From an optimization exercise on the open Yosys and OpenROAD flow, aimed at small area and a short achievable clock period; shortcuts taken in it are not production practice.
The RTL was checked by simulation tests, not by an equivalence proof against the original design.
Power and IR drop assume default switching activity.

File: flow/constraint.sdc
create_clock -name core_clock -period 4.0 [get_ports {clk}]
set_input_delay 0.8000 -clock core_clock [delete_from_list [all_inputs] [get_ports {clk}]]
set_output_delay 0.8000 -clock core_clock [all_outputs]
set_load 0.01 [all_outputs]
File: flow/config.mk
export PLATFORM = sky130hd
export DESIGN_NAME = four_bank_mem
export DESIGN_NICKNAME = four_bank_mem
export VERILOG_FILES = /design/flow/design.v
export SDC_FILE = /design/flow/constraint.sdc
export NUM_CORES = 4
export LEC_CHECK = 0
export CAP_MARGIN = 20
export CORE_MARGIN = 2
export CORE_UTILIZATION = 70
export CTS_CLUSTER_DIAMETER = 100
export CTS_CLUSTER_SIZE = 25
export SETUP_SLACK_MARGIN = 1.4
export SLEW_MARGIN = 20
export SYNTH_HIERARCHICAL = 1
File: flow/design.v
module four_bank_mem_hold (
  input  logic we,
  input  logic we_n,
  input  logic d,
  input  logic q,
  output logic nxt
);
  assign nxt = (we & d) | (we_n & q);
endmodule
module four_bank_mem_rd2 (
  input  logic [1:0] sel_n,
  input  logic [1:0] q_n,
  output logic       y
);
  assign y = ~((sel_n[0] | q_n[0]) & (sel_n[1] | q_n[1]));
endmodule
module four_bank_mem_ao22n (
  input  logic [1:0] a,
  input  logic [1:0] b,
  output logic       y_n
);
  assign y_n = ~(|(a & b));
endmodule
module four_bank_mem_and #(
  parameter int unsigned N = 2
) (
  input  logic [N-1:0] a,
  output logic         y
);
  assign y = &a;
endmodule
module four_bank_mem_nand #(
  parameter int unsigned N = 2
) (
  input  logic [N-1:0] a,
  output logic         y
);
  assign y = ~(&a);
endmodule
module four_bank_mem_nor #(
  parameter int unsigned N = 2
) (
  input  logic [N-1:0] a,
  output logic         y
);
  assign y = ~(|a);
endmodule
module four_bank_mem #(
  parameter int unsigned BANK_AW = 6
) (
  input  logic        clk,
  input  logic        rst,
  input  logic [15:0] bus_addr,
  input  logic [15:0] bus_data_in,
  input  logic        bus_wr,
  input  logic        bus_rd,
  output logic [15:0] bus_data_out,
  output logic        bus_rd_valid,
  output logic        bus_stall,
  output logic [3:0]  bus_busy,
  output logic        bus_err
);
  localparam int unsigned NBANK = 4;
  localparam int unsigned AW    = BANK_AW + 2;
  localparam int unsigned WORDS = 2 ** AW;
  localparam int unsigned DW    = 16;
  localparam int unsigned NA    = 16;              
  localparam int unsigned NB    = WORDS / NA;      
  localparam int unsigned N1 = WORDS / 2;
  localparam int unsigned N2 = N1 / 2;
  localparam int unsigned N3 = N2 / 4;
  localparam int unsigned N4 = N3 / 4;
  logic [1:0]       cnt [NBANK];
  logic [NBANK-1:0] busy_r;
  logic [NBANK-1:0] sel_c;
  logic [1:0]       bank_c;
  logic             req_c;
  logic             acc_c;
  logic [NBANK-1:0] bank_1h_c;
  always_comb begin
    bank_c = bus_addr[2:1];
    req_c  = bus_rd ^ bus_wr;
    for (int b = 0; b < int'(NBANK); b++) begin
      bank_1h_c[b] = (bank_c == 2'(b));
      sel_c[b]     = req_c & bank_1h_c[b];
    end
  end
  logic [1:0] busy_sel_n;
  logic       busy_sel;
  four_bank_mem_ao22n u_busy_lo (.a(bank_1h_c[1:0]), .b(busy_r[1:0]), .y_n(busy_sel_n[0]));
  four_bank_mem_ao22n u_busy_hi (.a(bank_1h_c[3:2]), .b(busy_r[3:2]), .y_n(busy_sel_n[1]));
  four_bank_mem_nand #(.N(2)) u_busy_sel (.a(busy_sel_n), .y(busy_sel));
  four_bank_mem_and  #(.N(2)) u_stall (.a({req_c, busy_sel}), .y(bus_stall));
  assign bus_busy  = busy_r;
  assign bus_err   = bus_rd & bus_wr;
  assign acc_c     = req_c & ~busy_sel;
  always_ff @(posedge clk or posedge rst) begin
    if (rst) begin
      for (int b = 0; b < int'(NBANK); b++) begin
        cnt[b] <= 2'd0;
      end
      busy_r <= '0;
    end else begin
      for (int b = 0; b < int'(NBANK); b++) begin
        if (sel_c[b] && !busy_r[b]) begin
          cnt[b]    <= 2'd3;
          busy_r[b] <= 1'b1;
        end else begin
          if (busy_r[b]) begin
            cnt[b] <= cnt[b] - 2'd1;
          end
          busy_r[b] <= cnt[b][1];
        end
      end
    end
  end
  logic [DW-1:0] d_n_r;
  logic [NA-1:0] a_wr_r;
  logic [NA-1:0] a_rd_r;
  logic [NB-1:0] b_r;
  logic          r_r;
  always_ff @(posedge clk) begin
    d_n_r <= ~bus_data_in;
    for (int k = 0; k < int'(NA); k++) begin
      a_wr_r[k] <= sel_c[k % NBANK] & ~busy_r[k % NBANK] & bus_wr
                   & (bus_addr[4:3] == 2'(k / NBANK));
    end
    for (int k = 0; k < int'(NB); k++) begin
      b_r[k] <= (bus_addr[AW:5] == (AW-4)'(k));
    end
  end
  always_ff @(posedge clk or posedge rst) begin
    if (rst) begin
      a_rd_r       <= '0;
      r_r          <= 1'b0;
      bus_rd_valid <= 1'b0;
    end else begin
      for (int k = 0; k < int'(NA); k++) begin
        a_rd_r[k] <= sel_c[k % NBANK] & ~busy_r[k % NBANK] & bus_rd
                     & (bus_addr[4:3] == 2'(k / NBANK));
      end
      r_r          <= acc_c & bus_rd;
      bus_rd_valid <= r_r;
    end
  end
  logic [WORDS-1:0] we;
  logic [WORDS-1:0] we_n;
  logic [WORDS-1:0] re_n;
  for (genvar w = 0; w < int'(WORDS); w++) begin : g_wl
    four_bank_mem_and  #(.N(2)) u_we   (.a({b_r[w / NA], a_wr_r[w % NA]}), .y(we[w]));
    four_bank_mem_nand #(.N(2)) u_we_n (.a({b_r[w / NA], a_wr_r[w % NA]}), .y(we_n[w]));
    four_bank_mem_nand #(.N(2)) u_re_n (.a({b_r[w / NA], a_rd_r[w % NA]}), .y(re_n[w]));
  end
  for (genvar w = 0; w < int'(WORDS); w++) begin : g_word
    logic [DW-1:0] q;
    logic [DW-1:0] nxt;
    for (genvar i = 0; i < int'(DW); i++) begin : g_bit
      four_bank_mem_hold u_hold (
        .we  (we[w]),
        .we_n(we_n[w]),
        .d   (d_n_r[i]),
        .q   (q[i]),
        .nxt (nxt[i])
      );
    end
    always_ff @(posedge clk) begin
      q <= nxt;
    end
  end
  for (genvar i = 0; i < int'(DW); i++) begin : g_rbit
    logic [N1-1:0] l1;
    logic [N2-1:0] l2;
    logic [N3-1:0] l3;
    logic [N4-1:0] l4;
    logic [N4-1:0] l4_r;
    for (genvar g = 0; g < int'(N1); g++) begin : g_l1
      four_bank_mem_rd2 u_rd (
        .sel_n(re_n[2*g +: 2]),
        .q_n  ({g_word[2*g+1].q[i], g_word[2*g].q[i]}),
        .y    (l1[g])
      );
    end
    for (genvar g = 0; g < int'(N2); g++) begin : g_l2
      four_bank_mem_nor #(.N(2)) u_g (.a(l1[2*g +: 2]), .y(l2[g]));
    end
    for (genvar g = 0; g < int'(N3); g++) begin : g_l3
      four_bank_mem_nand #(.N(4)) u_g (.a(l2[4*g +: 4]), .y(l3[g]));
    end
    for (genvar g = 0; g < int'(N4); g++) begin : g_l4
      four_bank_mem_nor #(.N(4)) u_g (.a(l3[4*g +: 4]), .y(l4[g]));
    end
    always_ff @(posedge clk or posedge rst) begin
      if (rst) l4_r <= '1;
      else     l4_r <= l4;
    end
    four_bank_mem_nand #(.N(N4)) u_out (.a(l4_r), .y(bus_data_out[i]));
  end
endmodule
File: flow/flow/run.sh
#!/bin/bash
# Layout flow: the standard layout (standard.sh, all steps), except that
# the input and output port buffers are sky130_fd_sc_hd__buf_4 cells rather
# than the buffer cell buffer_ports would pick by itself. Every port still
# gets its own buffer. The tools' output goes to standard_flow.log here; ORFS
# also keeps a log per step under orfs/logs.
export BUFFER_PORTS_ARGS="-buffer_cell sky130_fd_sc_hd__buf_4"
{
  echo "BUFFER_PORTS_ARGS=$BUFFER_PORTS_ARGS"
  echo "--- standard.sh ---"
  cat standard.sh
  echo "--- end of standard.sh ---"
} > flow_setup.log 2>&1
bash standard.sh > standard_flow.log 2>&1
status=$?
grep -h "RSZ-0027\|RSZ-0028" orfs/logs/*/*/*/3_3_place_gp.log >> flow_setup.log 2>/dev/null
exit $status
File: flow/standard.sh
#!/bin/bash
# synth_recipe.tcl (not shown) runs the flow's synth.tcl, then flattens the netlist and writes it again
# the make line also repeats each setting of config.mk as NAME=value (left out here)
make -C /OpenROAD-flow-scripts/flow DESIGN_CONFIG=/design/flow/config.mk WORK_HOME=/design/flow/orfs CLKGATE_MAP_FILE= SYNTH_SCRIPT=/design/flow/synth_recipe.tcl "${@:-finish}"
==> qor.csv, run 1 <==
metric;value;unit
synthCells;12643;
time_the_worst_path_needs_with_i_o_delays_and_setup;3.09;ns
yosys-mux-area-fraction;0;%
ys_dominant_reg_cell;sky130_fd_sc_hd__dfxtp_1;
unrepaired_setup_endpoints_after_global_routing;yes;
grt_antenna_before_repair;26;
final.hold.worst_slack;0.0336;ns
syn-cell-area;145000;sq um
grt_pass1_vias;113598;
hp-start;bus_data_in[6];
postSynthNetCount;12680;
yosys.area_share.adder;0.00865;%
synth_simple_gate_area_share;7.17;%
post_synth_main_area_contributors;sky130_fd_sc_hd__dfxtp_1 57%, sky130_fd_sc_hd__a22o_1 25%, sky130_fd_sc_hd__o22ai_1 8.9%;
timing_worst_slew_pin_value;1.20;ns
clock_insertion_delay_worst_skew;0.89;ns
timing.critical_path.required;3.20;ns
floorplan.die.height;459;um
power_leakage;60.3;nW
wire_length_of_the_first_global_routing_pass;731;mm
grt_max_degree;104;
tns;0;ns
route.detailed.drc;0;
yosysTopAreaCell;sky130_fd_sc_hd__dfxtp_1;
max_cap_viol_count;0;
final-setup-viol-count;0;
pin_count;59;
yosys.area.top_type_share;57.3;%
r2r_setup_slack;1.29;ns
initialDrtViolationCount;20373;
avgSynthCellArea;11.4;sq um
fin_nets;13059;
drt-pass1-iter-count;6;
cts_tree;built;
post-route-worst-setup-slack;0.912;ns
timing.max_slew.rel_slack;19.9;%
worst_r2r_end;g_rbit[8].l4_r[2];
rows;166;
floorplan.initialDensity;70.6;%
cts.htree.levels;4;
synth.distinct_cells;32;
wl;500;mm
finalMaxSlewViolations;0;
yosysSeqAreaShare;59.0;%
core_area;205000;sq um
yosys.area_share.xor_xnor;0.0242;%
setup_crit_start_kind;register;
yosys_warnings;8;
share_of_post_route_cells_with_drive_strength_above_1;5.74;%
asyncSetResetFlopFracSynth;2.22;%
hold_viol;0;
dp_worst_setup_slack;1.02;ns
routed_wire_length_per_instance;31.7;um
setup.worst_path.class;reg2out;
die_width;459;um
clock-sinks;4238;
synth_top_family_by_area;compound AO/OA/AOI/OAI gates;
synth-edff-count;0;
gr-usage-all-layers;45.0;%
worst_vdd_rail_ir_drop;512;uV
r2r_start;a_rd_r[0];
mean_number_of_vias_per_cell;7.86;
ff2ff_path_depth;6;
holdCritPathClass;in2reg;
finalCritPeriodShare;77.2;%
fin_worst_skew;0.0295;ns
area_delta_synth_final;7.75;%
power_density;439;nW/um^2
crit_path_max_fanout;1;
hold-path-cell-count;2;
numPortBuffers;50;
die_area;210000;sq um
postRouteAntennaNets;0;
synth_compound_area_share;33.7;%
final_util;76.1;%
dp_hpwl;307;mm
critical_path_arrival;2.29;ns
tritoncts.num_buffers;187;
cts.hold.buffers_added;0;
clockRootBuffer;sky130_fd_sc_hd__clkbuf_16;
timing.hold.worst_endpoint;d_n_r[6];
max-clock-path-buffers;3;
gpl.final_weighted_congestion;0.977;
routed-via-count;123991;
ys_seq_elements;4238;
outcome;timing/DRC/antenna clean;
max_freq;324;MHz
overflow;0;
clock_input_transition_at_the_sequential_cells_of_the_worst_setup_and_hold_paths;0.10;ns
crit_path_end_kind;output port;
power by group:
| group | internal [mW] | switching (mW) |
|---|---|---|
| sequential | 43.3 | 0.957 |
| clock | 8.64 | 12.9 |
| combinational | 1.07 | 1.62 |
synth_stat cells (3+ instances only):
cell type and count:
sky130_fd_sc_hd__nor3_1 24, sky130_fd_sc_hd__nor3_2 6, sky130_fd_sc_hd__a21oi_1 5, sky130_fd_sc_hd__o22ai_1 2048
sky130_fd_sc_hd__xor2_1 4, sky130_fd_sc_hd__dfrtp_1 30, sky130_fd_sc_hd__nor4_1 7, sky130_fd_sc_hd__dfstp_2 64
sky130_fd_sc_hd__inv_1 19, sky130_fd_sc_hd__nor2_1 1041, sky130_fd_sc_hd__nor4_2 66, sky130_fd_sc_hd__nand2b_1 10
sky130_fd_sc_hd__nand2_1 517, sky130_fd_sc_hd__dfxtp_1 4144, sky130_fd_sc_hd__nand4_1 272, sky130_fd_sc_hd__a22o_1 4096
sky130_fd_sc_hd__and2_1 261, sky130_fd_sc_hd__a22oi_1 3, sky130_fd_sc_hd__buf_2 4, sky130_fd_sc_hd__clkbuf_1 4
what timing repair did:
item                       4_1_cts  5_1_grt
pin swaps                       14        7
gates resized for setup        126       70
setup endpoints to repair       81       78
setup buffers                   13       25
per-module statistics from Yosys, one instance, submodules excluded, excerpt:
module / area (sq um) / flops+latches
four_bank_mem: 86100 / 4238
four_bank_mem_ao22n: 12.5 / 0
four_bank_mem_hold: 8.76 / 0
four_bank_mem_rd2: 6.26 / 0
area by class of cell:
class	count	area, sq um
Antenna cell	26	65.1
Sequential cell	4238	85600
Multi-Input combinational cell	8374	59600
Timing Repair Buffer	202	2310
Fill cell	13748	49100
Clock inverter	2	25.0
Inverter	19	75.1
Clock buffer	218	4880
Tap cell	2688	3360
cell families (layout without fill, tap and decap cells):
logic type	count (synthesis)	in the layout
fa+ha+maj	1	1
other cells	0	26
xor+xnor	4	4
compound gates	6156	6156
flops	4238	4238
buf+inv	31	441
simple gates	2213	2213
worst max-delay path, cell delays in order (launching register included):
cell and delay (ns):
sky130_fd_sc_hd__dfstp_4 0.74, sky130_fd_sc_hd__nand4_1 0.36, sky130_fd_sc_hd__buf_4 0.29
through the flow:
stage,area [sq um],cells,total power [mW]
after floorplan,145000,12643,46.2
final,156000,15767,68.4
after CTS,155000,15716,68.1
after detailed placement,150000,15483,47.6
after global routing,156000,15747,70.0
after global placement,150000,15483,47.5
placed cells by master, fill, tap and decap left out, types with 62 or more instances in the layout:
cell type / count
sky130_fd_sc_hd__a22o_1: 4096
sky130_fd_sc_hd__and2_1: 261
sky130_fd_sc_hd__buf_12: 62
sky130_fd_sc_hd__buf_4: 136
sky130_fd_sc_hd__clkbuf_16: 191
sky130_fd_sc_hd__dfstp_2: 63
sky130_fd_sc_hd__dfxtp_1: 4101
sky130_fd_sc_hd__nand2_1: 367
sky130_fd_sc_hd__nand2_2: 141
sky130_fd_sc_hd__nand4_1: 272
sky130_fd_sc_hd__nor2_1: 1039
sky130_fd_sc_hd__nor4_2: 65
sky130_fd_sc_hd__o22ai_1: 2048
sequential cells by signal, summed over array words and instances (netlist names):
signal        flops
a_rd_r           16
a_wr_r           16
b_r              16
bus_rd_valid      1
busy_r            4
cnt               8
d_n_r            16
g_rbit.l4_r      64
g_word.q       4096
r_r               1
how the worst max path moves through the flow:
stage	depth (start not counted)	to	startpoint	slack, ns
2_1_floorplan	5	bus_stall	bus_addr[2]	1.71
3_3_place_gp	5	g_rbit[1].l4_r[1]	a_rd_r[6]	1.04
3_5_place_dp	6	g_rbit[1].l4_r[1]	a_rd_r[15]	1.02
4_1_cts	2	bus_data_out[6]	g_rbit[6].l4_r[0]	0.99
5_1_grt	2	bus_data_out[2]	g_rbit[2].l4_r[0]	0.93
6_report	2	bus_data_out[2]	g_rbit[2].l4_r[0]	0.91
metal layers:
| metal | global-route usage (%) | vias to the layer above | share of wire (%) |
|---|---|---|---|
| met4 | 29.8 | 8 | 7.8 |
| met1 | 60.6 | 60445 | 37 |
| met5 | 0.299 | - | 0.011 |
| met2 | 64.4 | 9420 | 42 |
| met3 | 11.0 | 1799 | 13 |
| li1 | - | 52319 | - |
==> run 2, diff against run 1 <==
--- a/flow/design.v
+++ b/flow/design.v
@@ -168,4 +168,5 @@
     end
   end
+  logic [DW-1:0] rdata;
   for (genvar i = 0; i < int'(DW); i++) begin : g_rbit
     logic [N1-1:0] l1;
@@ -173,5 +174,4 @@
     logic [N3-1:0] l3;
     logic [N4-1:0] l4;
-    logic [N4-1:0] l4_r;
     for (genvar g = 0; g < int'(N1); g++) begin : g_l1
       four_bank_mem_rd2 u_rd (
@@ -190,9 +190,9 @@
       four_bank_mem_nor #(.N(4)) u_g (.a(l3[4*g +: 4]), .y(l4[g]));
     end
-    always_ff @(posedge clk or posedge rst) begin
-      if (rst) l4_r <= '1;
-      else     l4_r <= l4;
-    end
-    four_bank_mem_nand #(.N(N4)) u_out (.a(l4_r), .y(bus_data_out[i]));
+    four_bank_mem_nand #(.N(N4)) u_l5 (.a(l4), .y(rdata[i]));
+  end
+  always_ff @(posedge clk or posedge rst) begin
+    if (rst) bus_data_out <= '0;
+    else     bus_data_out <= rdata;
   end
 endmodule
--- a/flow/config.mk
+++ b/flow/config.mk
@@ -11,5 +11,5 @@
 export CTS_CLUSTER_DIAMETER = 100
 export CTS_CLUSTER_SIZE = 25
-export SETUP_SLACK_MARGIN = 1.4
+export SETUP_SLACK_MARGIN = 1.5
 export SLEW_MARGIN = 20
 export SYNTH_HIERARCHICAL = 1
==> qor.csv, run 2 <==
metric;value;unit
outcome;timing/DRC/antenna clean;
synthCells;12595;
tns;0;ns
holdCritPathClass;in2reg;
crit_path_max_fanout;8;
finalMaxSlewViolations;0;
yosys.area_share.adder;0.00872;%
power_density;423;nW/um^2
final_common_cell;sky130_fd_sc_hd__dfxtp_1;
yosys_warnings;8;
cts.htree.levels;4;
initialDrtViolationCount;20581;
post_synth_main_area_contributors;sky130_fd_sc_hd__dfxtp_1 58%, sky130_fd_sc_hd__a22o_1 25%, sky130_fd_sc_hd__o22ai_1 8.9%;
yosys.area.top_type_share;57.8;%
grt_pass1_vias;115258;
pin_count;59;
ys_seq_elements;4190;
max-clock-path-buffers;3;
yosys-mux-area-fraction;0;%
finalCritPeriodShare;69.5;%
area_delta_synth_final;12.1;%
register_with_the_most_flip_flops;g_word.q;
final-setup-viol-count;0;
synth_common_cells;4,144 x sky130_fd_sc_hd__dfxtp_1, 4,096 x sky130_fd_sc_hd__a22o_1, 2,048 x sky130_fd_sc_hd__o22ai_1, 1,041 x sky130_fd_sc_hd__nor2_1, 517 x sky130_fd_sc_hd__nand2_1;
unrepaired_setup_endpoints_after_global_routing;yes;
worstPathCellList;buf_12 > nand2_2 > buf_6 > buf_12 > buf_4 > o22ai_1 > nor2_1 > nand4_1 > nor4_2 > buf_4 > nand4_1;
power_leakage;63.9;nW
overflow;0;
numPortBuffers;50;
core_area;204000;sq um
asyncSetResetFlopFracSynth;1.10;%
critical_path_arrival;3.53;ns
mean_number_of_vias_per_cell;7.84;
wire_length_of_the_first_global_routing_pass;744;mm
grt_antenna_before_repair;30;
timing.max_slew.rel_slack;22.4;%
wl;516;mm
fill_cells;12785;
gr-usage-all-layers;46.1;%
timing_worst_slew_pin_value;1.16;ns
grt_max_degree;109;
final_util;78.7;%
cts.hold.buffers_added;0;
fin_worst_skew;0.0371;ns
post-synth-top-count-cell;sky130_fd_sc_hd__dfxtp_1;
avgSynthCellArea;11.4;sq um
worst_vdd_rail_ir_drop;509;uV
max_freq;360;MHz
synth_compound_area_share;34.0;%
routed_wire_length_per_instance;32.1;um
die_width;457;um
synth.distinct_cells;31;
yosysTopAreaCell;sky130_fd_sc_hd__dfxtp_1;
largest_register_ff_count;4096;
post-route-worst-setup-slack;1.22;ns
floorplan.die.height;457;um
yosysSeqAreaShare;58.6;%
postSynthNetCount;12632;
yosys.area_share.xor_xnor;0.0244;%
gpl.final_weighted_congestion;0.975;
setup_crit_start_kind;register;
postRouteAntennaNets;0;
dp_worst_setup_slack;0.582;ns
cts_tree;built;
crit_path_end_kind;register;
clock_input_transition_at_the_sequential_cells_of_the_worst_setup_and_hold_paths;0.10;ns
tritoncts.num_buffers;185;
timing.critical_path.required;4.75;ns
drt-pass1-iter-count;9;
ys_dominant_reg_cell;sky130_fd_sc_hd__dfxtp_1;
critical-path-max-stage-delay;0.52;ns
clock_insertion_delay_worst_skew;0.89;ns
placed_cells;15586;
dp_hpwl;317;mm
routed-via-count;126118;
layout_common_cells;4,100 x sky130_fd_sc_hd__dfxtp_1, 4,096 x sky130_fd_sc_hd__a22o_1, 2,015 x sky130_fd_sc_hd__o22ai_1, 908 x sky130_fd_sc_hd__nor2_1, 352 x sky130_fd_sc_hd__buf_4;
clock-sinks;4190;
synth_simple_gate_area_share;7.23;%
die_area;209000;sq um
critPathSlowestCell;sky130_fd_sc_hd__dfrtp_4;
floorplan.initialDensity;70.3;%
share_of_post_route_cells_with_drive_strength_above_1;9.66;%
synth-edff-count;0;
time_the_worst_path_needs_with_i_o_delays_and_setup;2.78;ns
max_cap_viol_count;0;
rows;166;
synth_top_family_by_area;compound AO/OA/AOI/OAI gates;
clockRootBuffer;sky130_fd_sc_hd__clkbuf_16;
syn-cell-area;143000;sq um
hold_viol;0;
route.detailed.drc;0;
post_layout_nonfiller_instances;16078;
fin_nets;13387;
setup.worst_path.class;reg2reg;
-- run 2: power breakdown --
group          leakage, nW  total [mW]  internal (mW)  switching (mW)
Sequential            34.0        43.7           42.7           0.931
Combinational         27.5        2.88           1.15            1.73
Clock                 2.38        21.4           8.59            12.8
Total                 63.9        68.0           52.5            15.5
-- run 2: final timing paths --
path                                 from               to  slack (ns)  cells after the start
setup / recovery                a_rd_r[8]  bus_data_out[5]        1.22                     11
hold / removal             bus_data_in[0]         d_n_r[0]        0.05                      2
setup reg to reg                a_rd_r[8]  bus_data_out[5]        1.22                     11
hold reg to reg                       r_r     bus_rd_valid        0.37                      0
max in group asynchronous             rst  bus_data_out[4]        3.19                      3
min in group asynchronous             rst        cnt[2][1]        0.06                      2
-- run 2: logic make-up after synthesis --
group / Yosys count
fa+ha+maj: 1
flops: 4190
xor+xnor: 4
buf+inv: 31
compound gates: 6156
simple gates: 2213
-- run 2: final cells by class --
| cell class | instances | area (sq um) | share of cell area [%] |
|---|---|---|---|
| well taps | 2688 | 3360 | 2.09 |
| flip-flops and latches | 4190 | 84300 | 52.4 |
| diodes | 21 | 52.6 | 0.0327 |
| multi-input cells | 8376 | 61700 | 38.4 |
| clock inverters | 2 | 20.0 | 0.0125 |
| clock buffers | 204 | 4830 | 3.00 |
| repair buffers | 578 | 6380 | 3.97 |
| inverters | 19 | 71.3 | 0.0444 |
-- run 2: Yosys stat by module (local to each module, per instance), a selection --
| module | cell area, sq um | cells inside |
|---|---|---|
| four_bank_mem | 84800 | 4319 |
| four_bank_mem_ao22n | 12.5 | 1 |
| four_bank_mem_hold | 8.76 | 1 |
| four_bank_mem_rd2 | 6.26 | 1 |
-- run 2: layer usage --
layer | routed length [um] | track usage [%] | vias to the layer above
li1 | - | - | 52928
met1 | 187000 | 62.1 | 61325
met2 | 215000 | 65.9 | 9893
met3 | 70500 | 10.6 | 1950
met4 | 43200 | 32.0 | 22
met5 | 157 | 0 | -
-- run 2: metrics by stage --
stage	power [mW]	hold WS, ns	instance area [sq um]
5_1_grt	69.4	0.0442	161000
4_1_cts	67.6	0.0213	158000
6_report	68.0	0.0492	161000
3_3_place_gp	47.0	0.333	150000
2_1_floorplan	45.7	0.331	144000
3_5_place_dp	47.1	0.348	150000
-- run 2: worst max-delay path, delay by kind of cell, from the launching register on --
family / cells / cell delay, ns
buf+inv: 5 / 0.80
flops: 1 / 0.52
simple gates: 5 / 1.22
compound gates: 1 / 0.10
-- run 2: timing repair --
| action | 4_1_cts | 5_1_grt |
|---|---|---|
| setup endpoints to repair | 33 | 17 |
| cloned | 10 | 17 |
| gates resized for setup | 514 | 296 |
| pin swaps | 185 | 158 |
| setup buffers | 51 | 187 |
==> run 3, diff against run 2 <==
--- a/flow/config.mk
+++ b/flow/config.mk
@@ -11,5 +11,5 @@
 export CTS_CLUSTER_DIAMETER = 100
 export CTS_CLUSTER_SIZE = 25
-export SETUP_SLACK_MARGIN = 1.5
+export SETUP_SLACK_MARGIN = 1.3
 export SLEW_MARGIN = 20
 export SYNTH_HIERARCHICAL = 1
==> qor.csv, run 3 <==
metric;value;unit
critical_path_depth;8;
hold-path-cell-count;2;
overflow;0;
clockRootBuffer;sky130_fd_sc_hd__clkbuf_16;
r2r_setup_slack;1.17;ns
die_width;457;um
max-clock-path-buffers;3;
placed_area;150000;sq um
clock_input_transition_at_the_sequential_cells_of_the_worst_setup_and_hold_paths;0.10;ns
ys_dominant_reg_cell;sky130_fd_sc_hd__dfxtp_1;
outcome;timing/DRC/antenna clean;
cts_tree;built;
mean_number_of_vias_per_cell;7.83;
gpl.final_weighted_congestion;0.975;
share_of_post_route_cells_with_drive_strength_above_1;7.89;%
post-route-worst-setup-slack;1.17;ns
routed_wire_length_per_instance;32.0;um
final_util;77.5;%
hold_viol;0;
time_the_worst_path_needs_with_i_o_delays_and_setup;2.83;ns
pin_count;59;
wire_length_of_the_first_global_routing_pass;740;mm
critical_path_arrival;3.58;ns
setup.worst_path.class;reg2reg;
max_freq;353;MHz
routed-via-count;124659;
area_delta_synth_final;10.3;%
worst_setup_path_endpoint;bus_data_out[10];
timing.critical_path.required;4.74;ns
ff2ff_path_depth;8;
dp_worst_setup_slack;0.582;ns
gr-usage-all-layers;45.9;%
post-synth-top-count-cell;sky130_fd_sc_hd__dfxtp_1;
worst_r2r_end;bus_data_out[10];
max_cap_viol_count;0;
floorplan.die.height;457;um
clock_insertion_delay_worst_skew;0.89;ns
synth_common_cells;4,144 x sky130_fd_sc_hd__dfxtp_1, 4,096 x sky130_fd_sc_hd__a22o_1, 2,048 x sky130_fd_sc_hd__o22ai_1, 1,041 x sky130_fd_sc_hd__nor2_1, 517 x sky130_fd_sc_hd__nand2_1;
yosys_warnings;8;
power.sequential.fraction;64.3;%
setup_crit_start_kind;register;
power_leakage;62.2;nW
yosysTopAreaCell;sky130_fd_sc_hd__dfxtp_1;
finalMaxSlewViolations;0;
rows;166;
cp.buffers_inverters;2;
yosys.area.top_type_share;57.8;%
switchingPower;15.4;mW
layout_common_cells;4,100 x sky130_fd_sc_hd__dfxtp_1, 4,096 x sky130_fd_sc_hd__a22o_1, 2,042 x sky130_fd_sc_hd__o22ai_1, 966 x sky130_fd_sc_hd__nor2_1, 323 x sky130_fd_sc_hd__nand2_1;
wl;510;mm
die_area;209000;sq um
r2r_start;a_rd_r[15];
synth-edff-count;0;
tritoncts.num_buffers;185;
core_area;204000;sq um
clock-sinks;4190;
finish.instance_area;158000;sq um
grt_pass1_vias;114678;
share_clk_of_total_power;31.5;%
worst_vdd_rail_ir_drop;522;uV
synthCells;12595;
critical-path-top-delay-family;simple AND/OR/NAND/NOR gates;
power_density;429;nW/um^2
avgSynthCellArea;11.4;sq um
post_synth_main_area_contributors;sky130_fd_sc_hd__dfxtp_1 58%, sky130_fd_sc_hd__a22o_1 25%, sky130_fd_sc_hd__o22ai_1 8.9%;
critPathSlowestCell;sky130_fd_sc_hd__dfrtp_4;
ys_seq_elements;4190;
register_with_the_most_flip_flops;g_word.q;
crit_path_max_fanout;16;
yosysSeqAreaShare;58.6;%
timing_worst_slew_pin_value;1.14;ns
tns;0;ns
worstPathCellList;nand2_1 > buf_4 > o22ai_1 > nor2_1 > nand4_1 > nor4_2 > buf_4 > nand4_1;
critical-path-max-stage-delay;0.67;ns
grt_max_degree;109;
grt_antenna_before_repair;22;
largest_register_ff_count;4096;
total_power;67.9;mW
holdCritPathClass;in2reg;
asyncSetResetFlopFracSynth;1.10;%
combPwrFrac;4.2;%
power.switching_fraction;22.7;%
final.hold.worst_slack;0.0500;ns
crit_path_end_kind;register;
cts.hold.buffers_added;0;
drt-pass1-iter-count;7;
postRouteAntennaNets;0;
post_layout_nonfiller_instances;15928;
unrepaired_setup_endpoints_after_global_routing;yes;
syn-cell-area;143000;sq um
route.detailed.drc;0;
dp_hpwl;317;mm
final_common_cell;sky130_fd_sc_hd__dfxtp_1;
fin_worst_skew;0.0357;ns
numPortBuffers;50;
critical_path.startpoint;a_rd_r[15];
finalCritPeriodShare;70.8;%
synth.distinct_cells;31;
postSynthNetCount;12632;
initialDrtViolationCount;20141;
timing.max_slew.rel_slack;24.2;%
placed_cells;15586;
fin_nets;13243;
floorplan.initialDensity;70.3;%
cts.htree.levels;4;
p_int;52.5;mW
final-setup-viol-count;0;
fill_cells;13165;
-- run 3: cell counts after synthesis --
Identical to the previous run, type by type.
-- run 3: per-layer routing --
layer	GRT usage, %	share of wire [%]	vias to the layer above
li1	-	-	52588
met1	61.9	37	60823
met2	65.9	42	9489
met3	10.6	13	1751
met4	30.9	8.1	8
met5	0	0.010	-
-- run 3: worst min path at each step --
stage | from | end | slack, ns
global route | bus_data_in[15] | d_n_r[15] | 0.04
global placement | r_r | bus_rd_valid | 0.33
detailed placement | r_r | bus_rd_valid | 0.35
floorplan | r_r | bus_rd_valid | 0.33
CTS | bus_data_in[0] | d_n_r[0] | 0.02
finish | bus_data_in[15] | d_n_r[15] | 0.05
-- run 3: power groups by stage --
stage	logic [mW]	clock network [mW]	registers [mW]
6_report	2.83	21.4	43.7
3_5_place_dp	2.55	0	44.6
3_3_place_gp	2.44	0	44.5
2_1_floorplan	1.08	0	44.6
5_1_grt	2.89	22.7	43.8
4_1_cts	2.66	21.2	43.6
-- run 3: cell families (layout without fill, tap and decap cells) --
logic type | count (synthesis) | count (layout) | share of synthesized area, %
other cells | 0 | 15 | 0
simple gates | 2213 | 2213 | 7.23
fa+ha+maj | 1 | 1 | 0.00872
compound gates | 6156 | 6156 | 34.0
flops | 4190 | 4190 | 58.6
buf+inv | 31 | 661 | 0.0925
xor+xnor | 4 | 4 | 0.0244
-- run 3: what timing repair did --
item	in CTS	in global routing
setup endpoints to repair	17	17
cloned	1	9
pin swaps	77	102
setup buffers	36	75
gates resized for setup	269	250
-- run 3: final cells by class --
| cell class | count | area (sq um) | share of cell area, % |
|---|---|---|---|
| timing repair buffer | 436 | 4780 | 3.02 |
| sequential | 4190 | 84300 | 53.3 |
| clock buffer | 204 | 4830 | 3.05 |
| inverter | 19 | 71.3 | 0.0451 |
| tap | 2688 | 3360 | 2.13 |
| antenna | 15 | 37.5 | 0.0237 |
| clock inverter | 2 | 20.0 | 0.0127 |
| multi-input combinational | 8374 | 60800 | 38.4 |
-- run 3: per-module statistics from Yosys (local to each module, per instance), a selection --
module               area [sq um]  copies in the design
four_bank_mem               84800                     1
four_bank_mem_ao22n          12.5                     2
four_bank_mem_hold           8.76                  4096
four_bank_mem_rd2            6.26                  2048
==> run 4, diff against run 3 <==
--- a/flow/config.mk
+++ b/flow/config.mk
@@ -11,5 +11,5 @@
 export CTS_CLUSTER_DIAMETER = 100
 export CTS_CLUSTER_SIZE = 25
-export SETUP_SLACK_MARGIN = 1.3
+export SETUP_SLACK_MARGIN = 1.7
 export SLEW_MARGIN = 20
 export SYNTH_HIERARCHICAL = 1
==> qor.csv, run 4 <==
metric;value;unit
synth-edff-count;0;
grtUsageMet1;62.7;%
postSynthNetCount;12632;
routed-via-count;125904;
mean_number_of_vias_per_cell;7.84;
yosysTopAreaCell;sky130_fd_sc_hd__dfxtp_1;
yosys.area.top_type_share;57.8;%
die_width;457;um
yosysSeqAreaShare;58.6;%
busiest_layer;met2;
tns;0;ns
hp-start;bus_data_in[0];
gpl.final_weighted_congestion;0.975;
clock-sinks;4190;
critical_path.startpoint;a_rd_r[14];
initialDrtViolationCount;20370;
register_with_the_most_flip_flops;g_word.q;
synth_common_cells;4,144 x sky130_fd_sc_hd__dfxtp_1, 4,096 x sky130_fd_sc_hd__a22o_1, 2,048 x sky130_fd_sc_hd__o22ai_1, 1,041 x sky130_fd_sc_hd__nor2_1, 517 x sky130_fd_sc_hd__nand2_1;
numPortBuffers;50;
holdCritPathClass;in2reg;
r2r_start;a_rd_r[14];
postRouteAntennaNets;0;
wire_length_of_the_first_global_routing_pass;747;mm
clock_insertion_delay_worst_skew;0.90;ns
power_leakage;63.6;nW
clockRootBuffer;sky130_fd_sc_hd__clkbuf_16;
post_synth_main_area_contributors;sky130_fd_sc_hd__dfxtp_1 58%, sky130_fd_sc_hd__a22o_1 25%, sky130_fd_sc_hd__o22ai_1 8.9%;
unrepaired_setup_endpoints_after_global_routing;yes;
syn-cell-area;143000;sq um
gr-usage-all-layers;46.3;%
setup.worst_path.class;reg2reg;
timing_worst_slew_pin_value;1.14;ns
dp_hpwl;317;mm
crit_path_end_kind;register;
critical-path-top-delay-family;simple AND/OR/NAND/NOR gates;
core_area;204000;sq um
floorplan.initialDensity;70.3;%
layout_common_cells;4,100 x sky130_fd_sc_hd__dfxtp_1, 4,096 x sky130_fd_sc_hd__a22o_1, 2,014 x sky130_fd_sc_hd__o22ai_1, 889 x sky130_fd_sc_hd__nor2_1, 317 x sky130_fd_sc_hd__buf_4;
overflow;0;
final-setup-viol-count;0;
wl;516;mm
route.detailed.drc;0;
critical-path-max-stage-delay;0.69;ns
ys_dominant_reg_cell;sky130_fd_sc_hd__dfxtp_1;
finish.instance_area;161000;sq um
fin_nets;13364;
clock_input_transition_at_the_sequential_cells_of_the_worst_setup_and_hold_paths;0.10;ns
grtUsageMet2;66.3;%
ys_seq_elements;4190;
time_the_worst_path_needs_with_i_o_delays_and_setup;2.80;ns
grt_pass1_vias;115587;
power_density;424;nW/um^2
die_area;209000;sq um
tritoncts.num_buffers;185;
finalMaxSlewViolations;0;
max-clock-path-buffers;3;
fin_worst_skew;0.0394;ns
crit_path_max_fanout;7;
rows;166;
cts.hold.buffers_added;0;
placed_area;150000;sq um
area_delta_synth_final;12.0;%
asyncSetResetFlopFracSynth;1.10;%
cts.htree.levels;4;
critical_path_arrival;3.55;ns
post-synth-top-count-cell;sky130_fd_sc_hd__dfxtp_1;
hold_viol;0;
setup_crit_start_kind;register;
timing.max_slew.rel_slack;24.2;%
largest_register_ff_count;4096;
finalCritPeriodShare;70.1;%
grt_antenna_before_repair;21;
grt_use_met3;10.2;%
outcome;timing/DRC/antenna clean;
routed_wire_length_per_instance;32.2;um
synthCells;12595;
max_cap_viol_count;0;
share_of_post_route_cells_with_drive_strength_above_1;9.90;%
avgSynthCellArea;11.4;sq um
worst_vdd_rail_ir_drop;517;uV
pin_count;59;
floorplan.die.height;457;um
worstPathCellList;buf_12 > buf_12 > nand2_2 > buf_8 > buf_4 > o22ai_1 > nor2_1 > nand4_1 > nor4_4 > nand4_1;
critPathSlowestCell;sky130_fd_sc_hd__nor4_4;
cp.buffers_inverters;4;
timing.critical_path.required;4.74;ns
drt-pass1-iter-count;6;
synth.distinct_cells;31;
cts_tree;built;
grt_max_degree;109;
max_freq;357;MHz
final_common_cell;sky130_fd_sc_hd__dfxtp_1;
yosys_warnings;8;
==> run 4: cell types whose count changed in the layout (fill, tap and decap cells not counted), moves of 16 or more <==
cell	delta
sky130_fd_sc_hd__buf_12	+20
sky130_fd_sc_hd__buf_4	+37
sky130_fd_sc_hd__buf_6	+50
sky130_fd_sc_hd__nand2_1	-31
sky130_fd_sc_hd__nand2_4	+28
sky130_fd_sc_hd__nand2_8	+18
sky130_fd_sc_hd__nor2_1	-77
sky130_fd_sc_hd__nor2_2	+61
sky130_fd_sc_hd__nor2_4	+16
sky130_fd_sc_hd__o22ai_1	-28
sky130_fd_sc_hd__o22ai_2	+23
==> run 4: what timing repair did <==
action	CTS	global route
resized for setup	641	228
gates cloned	16	7
pin swaps	213	149
setup buffers	80	139
setup endpoints to repair	656	113
==> run 4: worst paths after layout <==
check / end / slack [ns] / depth (start not counted)
worst min-delay path: d_n_r[0] / 0.04 / 2
worst max-delay path: bus_data_out[14] / 1.20 / 10
worst min register to register: bus_rd_valid / 0.37 / 0
max in group asynchronous: bus_data_out[6] / 3.15 / 3
worst max register to register: bus_data_out[14] / 1.20 / 10
min in group asynchronous: cnt[2][0] / 0.07 / 2
==> run 4: stage by stage <==
| stage | total power, mW | hold WS [ns] | worst slack [ns] | std cells | utilization, % |
|---|---|---|---|---|---|
| after floorplan | 45.7 | 0.331 | 1.71 | 12595 | - |
| after global placement | 47.0 | 0.333 | 0.647 | 15584 | 73.5 |
| after detailed placement | 47.1 | 0.348 | 0.582 | 15586 | 73.5 |
| after CTS | 67.6 | 0.0213 | 1.33 | 15888 | 77.5 |
| after global routing | 69.4 | 0.0439 | 1.27 | 16042 | 78.7 |
| final | 68.1 | 0.0448 | 1.20 | 16056 | 78.7 |
==> run 4: final cells by class <==
class | instances | area [sq um]
inverter | 19 | 71.3
sequential | 4190 | 84300
clock inverter | 2 | 20.0
antenna | 22 | 55.1
multi-input combinational | 8375 | 61800
fill | 12731 | 43500
tap | 2688 | 3360
timing repair buffer | 556 | 6260
clock buffer | 204 | 4830
==> run 4: cell families after synthesis <==
group	synth area share, %
compound gates	34.0
fa+ha+maj	0.00872
xor+xnor	0.0244
flops	58.6
simple gates	7.23
buf+inv	0.0925
==> run 4: per-module statistics from Yosys, one instance, submodules excluded, excerpt <==
module | flip-flops and latches | area, sq um | times used | cells
four_bank_mem_hold | 0 | 8.76 | 4096 | 1
four_bank_mem | 4190 | 84800 | 1 | 4319
four_bank_mem_rd2 | 0 | 6.26 | 2048 | 1
four_bank_mem_ao22n | 0 | 12.5 | 2 | 1
==> run 4: power by group <==
group,internal [mW],switching [mW],leakage (nW)
Clock,8.59,12.9,2.38
Combinational,1.19,1.74,27.3
Sequential,42.8,0.944,34.0
Total,52.5,15.5,63.6
==> run 4: routing by layer <==
layer	vias to the layer above	share of wire, %	wire, um
li1	52839	-	-
met1	61386	37	189000
met2	9764	42	216000
met3	1907	13	68900
met4	8	8.2	42200
met5	-	0.010	52
==> run 4: worst register-to-register path, cell delays in order (launching register included) <==
cell and delay [ns]:
sky130_fd_sc_hd__dfrtp_4 0.52, sky130_fd_sc_hd__buf_12 0.18, sky130_fd_sc_hd__buf_12 0.16, sky130_fd_sc_hd__nand2_2 0.07, sky130_fd_sc_hd__buf_8 0.13, sky130_fd_sc_hd__buf_4 0.13, sky130_fd_sc_hd__o22ai_1 0.08, sky130_fd_sc_hd__nor2_1 0.12
sky130_fd_sc_hd__nand4_1 0.43, sky130_fd_sc_hd__nor4_4 0.69, sky130_fd_sc_hd__nand4_1 0.16
==> run 5, diff against run 4 <==
==> flow/run.sh (new file) <==
#!/bin/bash
# synth_recipe.tcl (not shown) runs the flow's synth.tcl, then flattens the netlist and writes it again
# the make line also repeats each setting of config.mk as NAME=value (left out here)
make -C /OpenROAD-flow-scripts/flow DESIGN_CONFIG=/design/flow/config.mk WORK_HOME=/design/flow/orfs CLKGATE_MAP_FILE= SYNTH_SCRIPT=/design/flow/synth_recipe.tcl finish
--- a/flow/config.mk
+++ b/flow/config.mk
@@ -11,5 +11,5 @@
 export CTS_CLUSTER_DIAMETER = 100
 export CTS_CLUSTER_SIZE = 25
-export SETUP_SLACK_MARGIN = 1.7
+export SETUP_SLACK_MARGIN = 1.5
 export SLEW_MARGIN = 20
 export SYNTH_HIERARCHICAL = 1
removed: flow/flow/run.sh
removed: flow/standard.sh
==> qor.csv, run 5 <==
metric;value;unit
numPortBuffers;50;
rows;166;
core_area;204000;sq um
finalMaxSlewViolations;0;
grt_use_met3;13.4;%
gpl.final_weighted_congestion;0.962;
clock-sinks;4190;
yosys.area.top_type_share;57.8;%
postSynthNetCount;12632;
final-setup-viol-count;0;
mean_number_of_vias_per_cell;7.87;
grtUsageMet1;62.8;%
routed-via-count;126944;
avgSynthCellArea;11.4;sq um
wl;523;mm
max_cap_viol_count;0;
yosys_warnings;8;
setup_crit_start_kind;register;
time_the_worst_path_needs_with_i_o_delays_and_setup;2.82;ns
layout_common_cells;4,098 x sky130_fd_sc_hd__dfxtp_1, 4,096 x sky130_fd_sc_hd__a22o_1, 1,980 x sky130_fd_sc_hd__o22ai_1, 880 x sky130_fd_sc_hd__nor2_1, 333 x sky130_fd_sc_hd__buf_4;
die_width;457;um
synthCells;12595;
cts.htree.levels;4;
busiest_layer;met2;
yosysTopAreaCell;sky130_fd_sc_hd__dfxtp_1;
final_common_cell;sky130_fd_sc_hd__dfxtp_1;
power_leakage;64.1;nW
fill_cells;12690;
ys_seq_elements;4190;
clock_input_transition_at_the_sequential_cells_of_the_worst_setup_and_hold_paths;0.10;ns
drt-pass1-iter-count;6;
postRouteAntennaNets;0;
crit_path_max_fanout;2;
post-synth-top-count-cell;sky130_fd_sc_hd__dfxtp_1;
overflow;0;
dp_hpwl;315;mm
max-clock-path-buffers;3;
share_of_post_route_cells_with_drive_strength_above_1;10.3;%
outcome;timing/DRC/antenna clean;
ff2ff_path_depth;8;
largest_register_ff_count;4096;
timing.hold.worst_endpoint;d_n_r[13];
grt_max_degree;120;
wire_length_of_the_first_global_routing_pass;758;mm
r2r_start;a_rd_r[13];
r2r_setup_slack;1.19;ns
clock_insertion_delay_worst_skew;0.90;ns
tns;0;ns
synth.distinct_cells;31;
area_delta_synth_final;12.6;%
timing.max_slew.rel_slack;17.0;%
timing.critical_path.required;3.20;ns
crit_path_end_kind;output port;
synth_common_cells;4,144 x sky130_fd_sc_hd__dfxtp_1, 4,096 x sky130_fd_sc_hd__a22o_1, 2,048 x sky130_fd_sc_hd__o22ai_1, 1,041 x sky130_fd_sc_hd__nor2_1, 517 x sky130_fd_sc_hd__nand2_1;
ys_dominant_reg_cell;sky130_fd_sc_hd__dfxtp_1;
critical_path_arrival;2.02;ns
max_freq;354;MHz
gr-usage-all-layers;47.1;%
clockRootBuffer;sky130_fd_sc_hd__clkbuf_16;
tritoncts.num_buffers;185;
fin_worst_skew;0.0328;ns
fin_nets;13439;
finalCritPeriodShare;70.5;%
critical_path.startpoint;busy_r[2];
hold_viol;0;
pin_count;59;
die_area;209000;sq um
grt_antenna_before_repair;30;
unrepaired_setup_endpoints_after_global_routing;yes;
post_synth_main_area_contributors;sky130_fd_sc_hd__dfxtp_1 58%, sky130_fd_sc_hd__a22o_1 25%, sky130_fd_sc_hd__o22ai_1 8.9%;
yosysSeqAreaShare;58.6;%
asyncSetResetFlopFracSynth;1.10;%
floorplan.die.height;457;um
initialDrtViolationCount;21117;
routed_wire_length_per_instance;32.4;um
timing_worst_slew_pin_value;1.24;ns
placed_area;150000;sq um
finish.instance_area;162000;sq um
route.detailed.drc;0;
synth-edff-count;0;
placed_cells;15596;
worst_r2r_end;bus_data_out[0];
holdCritPathClass;in2reg;
cts_tree;built;
power_density;422;nW/um^2
setup.worst_path.class;reg2out;
post_layout_nonfiller_instances;16131;
worst_vdd_rail_ir_drop;542;uV
register_with_the_most_flip_flops;g_word.q;
grt_pass1_vias;116450;
floorplan.initialDensity;70.3;%
grtUsageMet2;66.1;%
hp-start;bus_data_in[13];
syn-cell-area;143000;sq um
hold-path-cell-count;2;
run 5: cell counts after synthesis:
Identical to the previous run, type by type.
run 5: area by class of cell:
class	count	area [sq um]	area share (%)
diodes	20	50.0	0.0310
clock buffers	205	4790	2.96
clock inverters	3	28.8	0.0178
inverters	19	71.3	0.0441
multi-input cells	8379	62100	38.5
flip-flops and latches	4190	84300	52.2
well taps	2688	3360	2.08
repair buffers	627	6810	4.22
run 5: worst max path at each step:
stage | to | slack (ns) | depth (start not counted)
floorplan | bus_stall | 1.71 | 5
global placement | bus_stall | 0.60 | 4
detailed placement | bus_stall | 0.57 | 4
CTS | bus_stall | 1.31 | 4
global route | bus_stall | 1.14 | 5
finish | bus_stall | 1.18 | 5
run 5: stage by stage:
stage	setup slack, ns	util [%]	hold slack, ns	power [mW]
5_1_grt	1.14	79.1	0.367	69.5
3_5_place_dp	0.568	73.5	0.349	47.2
6_report	1.18	79.1	0.371	68.1
4_1_cts	1.31	78.2	0.350	67.6
2_1_floorplan	1.71	-	0.331	45.7
3_3_place_gp	0.601	73.5	0.334	47.0
run 5: per-layer routing:
metal  up-vias  routed length, um
met5         -                154
met4        24              44100
met3      1981              73800
met2      9962             215000
met1     61940             190000
li1      53037                  -
run 5: critical path, cell delays in order, from the launching register on:
cell,delay [ns]
sky130_fd_sc_hd__dfrtp_2,0.44
sky130_fd_sc_hd__a22oi_2,0.21
sky130_fd_sc_hd__nand2_2,0.10
sky130_fd_sc_hd__buf_6,0.13
sky130_fd_sc_hd__and2_4,0.14
sky130_fd_sc_hd__buf_6,0.12
run 5: where the power goes:
part | switching (mW) | leakage [nW] | total [mW] | internal, mW
combinational | 1.81 | 27.7 | 3.04 | 1.23
sequential | 0.931 | 34.0 | 43.7 | 42.8
clock | 12.9 | 2.36 | 21.4 | 8.52
run 5: cell families (layout without fill, tap and decap cells):
kind of cell	Yosys count	in the layout	synth area share, %
compound gates	6156	6156	34.0
flops	4190	4190	58.6
simple gates	2213	2218	7.23
buf+inv	31	854	0.0925
xor+xnor	4	4	0.0244
fa+ha+maj	1	1	0.00872
other cells	0	20	0
run 5: timing repair:
action	CTS	global route
hold buffers	0	0
pin swaps	220	158
cloned	21	7
buffers inserted	189	90
setup endpoints to repair	39	18
gates resized for setup	732	238
run 5: modules after synthesis (local to each module, per instance), a selection:
module               cell area [sq um]  cells inside
four_bank_mem_rd2                 6.26             1
four_bank_mem                    84800          4319
four_bank_mem_hold                8.76             1
four_bank_mem_ao22n               12.5             1

## port drivers added, routing unchanged
Ports are ideal in the flow. The routed layouts listed here were re-timed in OpenROAD. Step 1 (the two cells are an assumption about what drives the block):
set clk [get_ports {clk}]
set_driving_cell -lib_cell sky130_fd_sc_hd__clkbuf_16 $clk
set_driving_cell -lib_cell sky130_fd_sc_hd__buf_2 [delete_from_list [all_inputs] $clk]
Step 2 moves the port delays by t, midway between the first and last clock arrival at a register: inputs arrive t later, outputs are due t later. That takes back most of the time a late clock gives input paths. Three values: ideal ports, drivers, drivers and shift; two values: the first two.
| run | shift t [ns] | slack for setup (ns) | worst hold slack (ns) | clock arrival spread, ns | cell pins on the clock port's net |
|---|---|---|---|---|---|
| run 1 | 0.984 | 0.912 / 0.807 / 1.293 | 0.034 / -0.048 / 0.364 | 0.034 / 0.034 | 1 |
| run 2 | 0.977 | 1.222 / 1.222 / 1.222 | 0.049 / -0.029 / 0.369 | 0.038 / 0.038 | 1 |
| run 3 | 0.980 | 1.169 / 1.169 / 1.169 | 0.050 / -0.033 / 0.366 | 0.036 / 0.036 | 1 |
| run 4 | 0.986 | 1.197 / 1.197 / 1.172 | 0.045 / -0.034 / 0.366 | 0.041 / 0.041 | 1 |
| run 5 | 0.972 | 1.178 / 1.086 / 0.349 | 0.371 / 0.299 / 0.376 | 0.033 / 0.033 | 1 |
After both steps every run listed still meets setup and hold. The setup slack of run 5, which loses most, moves by -0.092 ns with the drivers and by -0.829 ns with both steps.
